Context: an optimization exercise on an open-source flow, tuned for a short achievable clock period and few clock cycles. The choices shown serve that exercise and are no tape-out recipe.
The RTL was checked by simulation tests, not by an equivalence proof against the original design.

==> v9 <==
## pipeline
module pipeline (
	input  wire                         clock,
	input  wire                         i_arst_n,
	input  wire                         i_start,
	input  wire                         i_im_we,
	input  wire [6-1:0]   i_im_addr,
	input  wire [32-1:0]     i_im_data,
	input  wire [5-1:0]      i_reg_dbg_addr,
	input  wire [6-1:0]   i_dm_dbg_addr,
	output logic [32-1:0]    o_reg_dbg_data,
	output logic [32-1:0]    o_dm_dbg_data,
	output logic [6-1:0]  o_pc,
	output logic                        o_halt
);
==> flow/config.mk <==
export PLATFORM = sky130hd
export DESIGN_NAME = pipeline
export DESIGN_NICKNAME = pipeline
export VERILOG_FILES = /design/flow/design.v
export SDC_FILE = /design/flow/constraint.sdc
export NUM_CORES = 8
export LEC_CHECK = 0
export CAP_MARGIN = 20
export CORE_MARGIN = 2
export CORE_UTILIZATION = 30
export CTS_CLUSTER_DIAMETER = 200
export CTS_CLUSTER_SIZE = 50
export GPL_ROUTABILITY_DRIVEN = 1
export PLACE_DENSITY = 0.36
export SETUP_SLACK_MARGIN = 3.5
export SLEW_MARGIN = 20
==> flow/constraint.sdc <==
create_clock -name core_clock -period 8.0 [get_ports {clock}]
set_input_delay 1.6000 -clock core_clock [delete_from_list [all_inputs] [get_ports {clock}]]
set_output_delay 1.6000 -clock core_clock [all_outputs]
set_load 0.01 [all_outputs]
run.sh (not shown) runs the stock make flow with config.mk's settings and CLKGATE_MAP_FILE= SYNTH_SCRIPT=/design/flow/synth_recipe.tcl, a recipe that flattens the netlist after the stock synthesis.
==> v35: changes against v9 <==
--- a/flow/design.v
+++ b/flow/design.v
@@ -214,20 +214,12 @@
 	logic        im_br   [64];    
 	logic        im_h    [64];    
 	logic [1:0]  im_bp   [64];    
 	logic        im_p01  [64];    
 	logic        im_r02  [64];    
 	logic        im_f01  [64];    
-	logic        im_back [64];
-	logic [3:0]  lc_cur  [64];
-	logic [3:0]  lc_trip [64];
-	logic        lc_v    [64];
-	logic [3:0]  nx_lcur [64];
-	logic [3:0]  nx_ltrip[64];
-	logic        nx_lv   [64];
-	logic        lx_dir  [64];    
 	logic [5:0]  nx_tgt  [64];
 	logic        nx_j    [64];
 	logic        nx_br   [64];
 	logic        nx_h    [64];
 	logic [1:0]  nx_bp   [64];
 	logic        nx_p01  [64];
@@ -239,13 +231,12 @@
 	logic [5:0]  lq_tgt;
 	logic [NI-1:0] lq_inf;
 	logic [NI-1:0] im_inf [64];
 	logic        bp_we_q;
 	logic [5:0]  bp_wa_q;
 	logic [1:0]  bp_wd_q;
-	logic        bp_bt_q;         
 	always_ff @(posedge clock or negedge i_arst_n) begin
 		if (!i_arst_n)
 			lq_we <= 1'b0;
 		else
 			lq_we <= i_im_we && !run_q;
 	end
@@ -271,27 +262,12 @@
 				nx_br[k]  = (lq_op == OP_BEQ) || (lq_op == OP_BNE);
 				nx_h[k]   = (lq_op == OP_HALT);
 				nx_bp[k]  = (lq_op == OP_BNE) ? 2'd2 : 2'd1;
 			end else if (bp_we_q && bp_wa_q == 6'(k)) begin
 				nx_bp[k]  = bp_wd_q;
 			end
-			nx_lcur[k]  = lc_cur[k];
-			nx_ltrip[k] = lc_trip[k];
-			nx_lv[k]    = lc_v[k];
-			if (lq_we && lq_a == 6'(k)) begin
-				nx_lcur[k] = 4'd0;
-				nx_lv[k]   = 1'b0;
-			end else if (bp_we_q && bp_wa_q == 6'(k)) begin
-				if (bp_bt_q) begin
-					nx_lcur[k] = (lc_cur[k] == 4'd15) ? 4'd15 : lc_cur[k] + 4'd1;
-				end else begin
-					nx_lcur[k]  = 4'd0;
-					nx_ltrip[k] = lc_cur[k];
-					nx_lv[k]    = (lc_cur[k] != 4'd15);
-				end
-			end
 			if (lq_we && lq_a == 6'(k))
 				nx_p01[k] = i_pair(lq_inf, im_inf[(k + 1) % 64]);
 			else if (lq_we && lq_a == 6'((k + 1) % 64))
 				nx_p01[k] = i_pair(im_inf[k], lq_inf);
 			if (lq_we && lq_a == 6'(k))
 				nx_r02[k] = i_skip(lq_inf, im_inf[(k + 2) % 64]);
@@ -305,41 +281,26 @@
 			im_j[k]   <= nx_j[k];
 			im_br[k]  <= nx_br[k];
 			im_h[k]   <= nx_h[k];
 			im_bp[k]  <= nx_bp[k];
 			im_p01[k] <= nx_p01[k];
 			im_r02[k] <= nx_r02[k];
-			lc_cur[k]  <= nx_lcur[k];
-			lc_trip[k] <= nx_ltrip[k];
-			lc_v[k]    <= nx_lv[k];
 			if (lq_we && lq_a == 6'(k)) begin
 				im_w[k]   <= lq_d;
 				im_inf[k] <= lq_inf;
-				im_back[k] <= lq_d[5];
 				im_f01[k] <= i_fuse(lq_inf, im_inf[(k + 1) % 64]);
 			end else if (lq_we && lq_a == 6'((k + 1) % 64)) begin
 				im_f01[k] <= i_fuse(im_inf[k], lq_inf);
 			end
 		end
 	end
 	logic [1:0]  g_n   [64];     
 	logic        g_pt  [64];
 	logic [5:0]  g_npc [64];
 	logic [5:0]  g_alt [64];
 	logic [1:0]  g_bp  [64];
-	logic        g_hb  [64];     
-	logic [5:0]  g_bpc [64];     
-	logic [1:0]  lx_infl [64];
-	always_comb begin
-		for (int j = 0; j < 64; j++) begin
-			lx_infl[j] = 2'(fd_hb && fd_pt && fd_bpc == 6'(j)) +
-				2'(e_bv && e_pt && e_bpc == 6'(j));
-			lx_dir[j] = nx_bp[j][1] && !(im_back[j] && nx_lv[j] &&
-				(5'(nx_lcur[j]) + 5'(lx_infl[j]) == 5'(nx_ltrip[j])));
-		end
-	end
 	always_ff @(posedge clock) begin
 		for (int k = 0; k < 64; k++) begin
 			int          b, c, d;
 			logic [5:0]  k1, k2, k3, ft2, ft3;
 			logic        pta, ptb, ptc;
 			b   = (k + 1) % 64;
@@ -347,28 +308,24 @@
 			d   = (k + 3) % 64;
 			k1  = 6'(k + 1);
 			k2  = 6'(k + 2);
 			k3  = 6'(k + 3);
 			ft2 = nx_j[c] ? nx_tgt[c] : k2;
 			ft3 = nx_j[d] ? nx_tgt[d] : k3;
-			pta = nx_j[k] || (nx_br[k] && lx_dir[k]);
-			ptb = nx_j[b] || (nx_br[b] && lx_dir[b]);
-			ptc = nx_j[c] || (nx_br[c] && lx_dir[c]);
-			g_bp[k]  <= nx_bp[k];
-			g_hb[k]  <= 1'b0;
-			g_bpc[k] <= 6'(k);
+			pta = nx_j[k] || (nx_br[k] && nx_bp[k][1]);
+			ptb = nx_j[b] || (nx_br[b] && nx_bp[b][1]);
+			ptc = nx_j[c] || (nx_br[c] && nx_bp[c][1]);
+			g_bp[k] <= nx_bp[k];
 			if (pta || nx_h[k]) begin
 				g_n[k]   <= 2'd0;
 				g_pt[k]  <= pta;
 				g_npc[k] <= pta ? nx_tgt[k] : k1;
 				g_alt[k] <= k1;
-				g_hb[k]  <= nx_br[k];
 			end else if (nx_br[k]) begin
 				g_pt[k]  <= 1'b0;
 				g_alt[k] <= nx_tgt[k];
-				g_hb[k]  <= 1'b1;
 				if (nx_br[b] || nx_h[b]) begin
 					g_n[k]   <= 2'd0;
 					g_npc[k] <= k1;
 				end else if (nx_j[b]) begin
 					g_n[k]   <= 2'd1;
 					g_npc[k] <= nx_tgt[b];
@@ -387,20 +344,16 @@
 			end else if (ptb) begin
 				g_n[k]   <= 2'd1;
 				g_pt[k]  <= 1'b1;
 				g_npc[k] <= nx_tgt[b];
 				g_alt[k] <= k2;
 				g_bp[k]  <= nx_bp[b];
-				g_hb[k]  <= nx_br[b];
-				g_bpc[k] <= 6'(b);
 			end else if (nx_br[b]) begin
 				g_pt[k]  <= 1'b0;
 				g_alt[k] <= nx_tgt[b];
 				g_bp[k]  <= nx_bp[b];
-				g_hb[k]  <= 1'b1;
-				g_bpc[k] <= 6'(b);
 				if (!nx_br[c] && !nx_h[c] && nx_r02[k]) begin
 					g_n[k]   <= 2'd2;
 					g_npc[k] <= nx_j[c] ? nx_tgt[c] : ft3;
 				end else begin
 					g_n[k]   <= 2'd1;
 					g_npc[k] <= k2;
@@ -408,53 +361,45 @@
 			end else if (nx_p01[b] && nx_r02[k]) begin
 				g_n[k]   <= 2'd2;
 				g_pt[k]  <= ptc;
 				g_npc[k] <= ptc ? nx_tgt[c] : ft3;
 				g_alt[k] <= ptc ? k3 : nx_tgt[c];
 				g_bp[k]  <= nx_bp[c];
-				g_hb[k]  <= nx_br[c];
-				g_bpc[k] <= 6'(c);
 			end else begin
 				g_n[k]   <= 2'd1;
 				g_pt[k]  <= 1'b0;
 				g_npc[k] <= ft2;
 				g_alt[k] <= k2;
 			end
 		end
 	end
 	logic [5:0]  pc_q;           
 	logic [63:0] pc_oh;          
 	logic [31:0] f_w [NS];
-	logic [31:0] fb_w [4];       
-	logic [31:0] ab_w [4];       
 	logic [1:0]  f_n;
 	logic        f_pt;           
-	logic        f_hb;
-	logic [5:0]  f_bpc;
 	logic [5:0]  f_npc, f_alt;
 	logic [1:0]  f_bp;
 	logic [1:0]  f_fuse;         
 	logic [5:0]  pc_d;
 	logic        f_stale;        
 	logic        redirect;       
 	always_comb begin
 		for (int s = 0; s < NS; s++)
-			f_w[s] = fb_w[(pc_q[1:0] + 2'(s)) % 4];
+			f_w[s] = '0;
 		f_n    = '0;
 		f_pt   = 1'b0;
-		f_hb   = 1'b0;
-		f_bpc  = '0;
 		f_npc  = '0;
 		f_alt  = '0;
 		f_bp   = '0;
 		f_fuse = '0;
 		for (int k = 0; k < 64; k++) begin
+			for (int s = 0; s < NS; s++)
+				f_w[s] = f_w[s] | ({32{pc_oh[k]}} & im_w[(k + s) % 64]);
 			f_n       = f_n    | ({2{pc_oh[k]}} & g_n[k]);
 			f_pt      = f_pt   | (pc_oh[k] & g_pt[k]);
-			f_hb      = f_hb   | (pc_oh[k] & g_hb[k]);
-			f_bpc     = f_bpc  | ({6{pc_oh[k]}} & g_bpc[k]);
 			f_npc     = f_npc  | ({6{pc_oh[k]}} & g_npc[k]);
 			f_alt     = f_alt  | ({6{pc_oh[k]}} & g_alt[k]);
 			f_bp      = f_bp   | ({2{pc_oh[k]}} & g_bp[k]);
 			f_fuse[0] = f_fuse[0] | (pc_oh[k] & im_f01[k]);
 			f_fuse[1] = f_fuse[1] | (pc_oh[k] & im_f01[(k + 1) % 64]);
 		end
@@ -464,46 +409,28 @@
 	logic [31:0] fd_w [NS];
 	logic [5:0]  fd_pc;
 	logic [5:0]  fd_alt;
 	logic [63:0] fd_alt_oh;
 	logic [1:0]  fd_bp;
 	logic        fd_pt;
-	logic        fd_hb;
-	logic [5:0]  fd_bpc;
 	logic [1:0]  fd_fuse;
 	logic [31:0] ag_w [NS];
 	logic [1:0]  ag_n;
 	logic        ag_pt;
-	logic        ag_hb;
-	logic [5:0]  ag_bpc;
 	logic [5:0]  ag_npc, ag_alt;
 	logic [1:0]  ag_bp;
 	logic [1:0]  ag_fuse;
 	logic [31:0] ea_w [NS];
 	logic [1:0]  ea_n;
 	logic        ea_pt;
-	logic        ea_hb;
-	logic [5:0]  ea_bpc;
 	logic [5:0]  ea_npc, ea_alt, ea_pc;
 	logic [63:0] ea_npc_oh;
 	logic [1:0]  ea_bp;
 	logic [1:0]  ea_fuse;
 	assign f_stale = lq_we && lq_a <= 6'd3;
 	always_comb begin
-		for (int b = 0; b < 4; b++) begin
-			fb_w[b] = '0;
-			ab_w[b] = '0;
-			for (int j = 0; j < 16; j++) begin
-				fb_w[b] = fb_w[b] | ({32{pc_oh[4*j+b] | pc_oh[(4*j+b+63) % 64] |
-					pc_oh[(4*j+b+62) % 64]}} & im_w[4*j+b]);
-				ab_w[b] = ab_w[b] | ({32{fd_alt_oh[4*j+b] | fd_alt_oh[(4*j+b+63) % 64] |
-					fd_alt_oh[(4*j+b+62) % 64]}} & im_w[4*j+b]);
-			end
-		end
-	end
-	always_comb begin
 		if (!run_q)
 			pc_d = (start && !f_stale) ? f_npc : 6'd0;
 		else if (ex_halt)
 			pc_d = 6'd0;
 		else
 			pc_d = f_npc;
@@ -526,40 +453,36 @@
 			else
 				fd_v <= !ex_halt;
 		end
 	end
 	always_comb begin
 		for (int s = 0; s < NS; s++)
-			ag_w[s] = ab_w[(fd_alt[1:0] + 2'(s)) % 4];
+			ag_w[s] = '0;
 		ag_n    = '0;
 		ag_pt   = 1'b0;
-		ag_hb   = 1'b0;
-		ag_bpc  = '0;
 		ag_npc  = '0;
 		ag_alt  = '0;
 		ag_bp   = '0;
 		ag_fuse = '0;
 		for (int k = 0; k < 64; k++) begin
+			for (int s = 0; s < NS; s++)
+				ag_w[s] = ag_w[s] | ({32{fd_alt_oh[k]}} & im_w[(k + s) % 64]);
 			ag_n       = ag_n   | ({2{fd_alt_oh[k]}} & g_n[k]);
 			ag_pt      = ag_pt  | (fd_alt_oh[k] & g_pt[k]);
-			ag_hb      = ag_hb  | (fd_alt_oh[k] & g_hb[k]);
-			ag_bpc     = ag_bpc | ({6{fd_alt_oh[k]}} & g_bpc[k]);
 			ag_npc     = ag_npc | ({6{fd_alt_oh[k]}} & g_npc[k]);
 			ag_alt     = ag_alt | ({6{fd_alt_oh[k]}} & g_alt[k]);
 			ag_bp      = ag_bp  | ({2{fd_alt_oh[k]}} & g_bp[k]);
 			ag_fuse[0] = ag_fuse[0] | (fd_alt_oh[k] & im_f01[k]);
 			ag_fuse[1] = ag_fuse[1] | (fd_alt_oh[k] & im_f01[(k + 1) % 64]);
 		end
 	end
 	always_ff @(posedge clock) begin
 		for (int s = 0; s < NS; s++)
 			ea_w[s] <= ag_w[s];
 		ea_n      <= ag_n;
 		ea_pt     <= ag_pt;
-		ea_hb     <= ag_hb;
-		ea_bpc    <= ag_bpc;
 		ea_npc    <= ag_npc;
 		ea_npc_oh <= 64'd1 << ag_npc;
 		ea_alt    <= ag_alt;
 		ea_bp     <= ag_bp;
 		ea_fuse   <= ag_fuse;
 		ea_pc     <= fd_alt;
@@ -571,26 +494,22 @@
 			fd_n      <= ea_n;
 			fd_pc     <= ea_pc;
 			fd_alt    <= ea_alt;
 			fd_alt_oh <= 64'd1 << ea_alt;
 			fd_bp     <= ea_bp;
 			fd_pt     <= ea_pt;
-			fd_hb     <= ea_hb;
-			fd_bpc    <= ea_bpc;
 			fd_fuse   <= ea_fuse;
 		end else begin
 			for (int s = 0; s < NS; s++)
 				fd_w[s] <= f_w[s];
 			fd_n      <= f_n;
 			fd_pc     <= pc_q;
 			fd_alt    <= f_alt;
 			fd_alt_oh <= 64'd1 << f_alt;
 			fd_bp     <= f_bp;
 			fd_pt     <= f_pt;
-			fd_hb     <= f_hb;
-			fd_bpc    <= f_bpc;
 			fd_fuse   <= f_fuse;
 		end
 	end
 	logic [31:0] regs [32];
 	logic [4:0]  w_dst [NS];     
 	logic [31:0] w_res [NS];
@@ -709,13 +628,12 @@
 	logic [3:0]  e_fa   [NS];    
 	logic [3:0]  e_fb   [NS];
 	logic [3:0]  e_tt   [NS];    
 	logic [4:0]  e_sh   [NS];
 	logic        e_halt;
 	logic        e_pt;
-	logic [5:0]  e_bpc;
 	logic [1:0]  e_bp;
 	logic [5:0]  e_pc;
 	logic        e_mld;
 	logic        e_msw;
 	logic [NS-1:0] e_mslot;
 	logic [5:0]  e_mbase;
@@ -814,13 +732,12 @@
 				e_bfa <= d_cfa[s];
 				e_bfb <= d_cfb[s];
 				e_bne <= d_bne[s];
 			end
 		end
 		e_pt <= fd_pt;
-		e_bpc <= fd_bpc;
 		e_bp <= fd_bp;
 		e_pc <= fd_pc;
 	end
 	logic [31:0] dmem [64];
 	logic [31:0] dmv  [64];      
 	logic        x_st;
@@ -893,13 +810,12 @@
 			bp_we_q <= 1'b0;
 		else
 			bp_we_q <= e_bv;
 	end
 	always_ff @(posedge clock) begin
 		bp_wa_q <= e_pc + (e_bslot[1] ? 6'd1 : e_bslot[2] ? 6'd2 : 6'd0);
-		bp_bt_q <= x_taken;
 		bp_wd_q <= x_taken ? ((e_bp == 2'd3) ? 2'd3 : e_bp + 2'd1) :
 			((e_bp == 2'd0) ? 2'd0 : e_bp - 2'd1);
 	end
 	assign x_st = e_msw && !(e_mslot[1] && x_sq[1]) && !(e_mslot[2] && x_sq[2]);
 	always_ff @(posedge clock or negedge i_arst_n) begin
 		if (!i_arst_n)
- CORE_UTILIZATION: 30 -> 35
- GPL_ROUTABILITY_DRIVEN: 1 -> default
- PLACE_DENSITY: 0.36 -> 0.5
==> flow_metrics.py <==
metrics = {
    "synth": {
        "synth_seq_cells": 9026,
        "synthAdderAreaFrac_pct": 0.508,
        "syn_area_per_cell_um2": 8.80,
        "synth_cell_type_count": 115,
        "synth_xor_area_share_pct": 3.08,
    },
    "status": {
        "status": "stopped before the end",
        "error": "[ERROR GRT-0116] Global routing finished with congestion. Check the congestion regions in the DRC Viewer.",
        "stop_stage": "global routing",
    },
    "clocking": {
        "cts_setup_buffers": 977,
        "numCtsBuffers": 232,
        "htreeDepth": 4,
    },
    "placement": {
        "gp_congestion": 1.26,
        "place_hpwl_um": 4210000,
        "dpl_cell_area_um2": 593000,
    },
    "floorplanning": {
        "core.rowCount": 460,
        "die-width_um": 1260,
    },
}
[end of results for v35]
==> flow_metrics.py <==
metrics = {
    "status": {
        "error": "[ERROR GRT-0232] Routing congestion too high. Check the congestion heatmap in the GUI.",
        "stop_stage": "global routing",
        "status": "stopped before the end",
    },
    "placement": {
        "dpl_cell_area_um2": 615000,
    },
    "floorplanning": {
        "die-width_um": 1370,
    },
    "synth": {
        "synth_seq_cells": 9845,
        "synthAdderAreaFrac_pct": 1.02,
    },
    "clocking": {
        "htreeDepth": 5,
        "numCtsBuffers": 270,
    },
}
[end of results for v9]
Testbench counts of v9, summed over its fixed seeds: cycles 24,089.
Testbench counts of v35, summed over its fixed seeds: cycles 24,496.
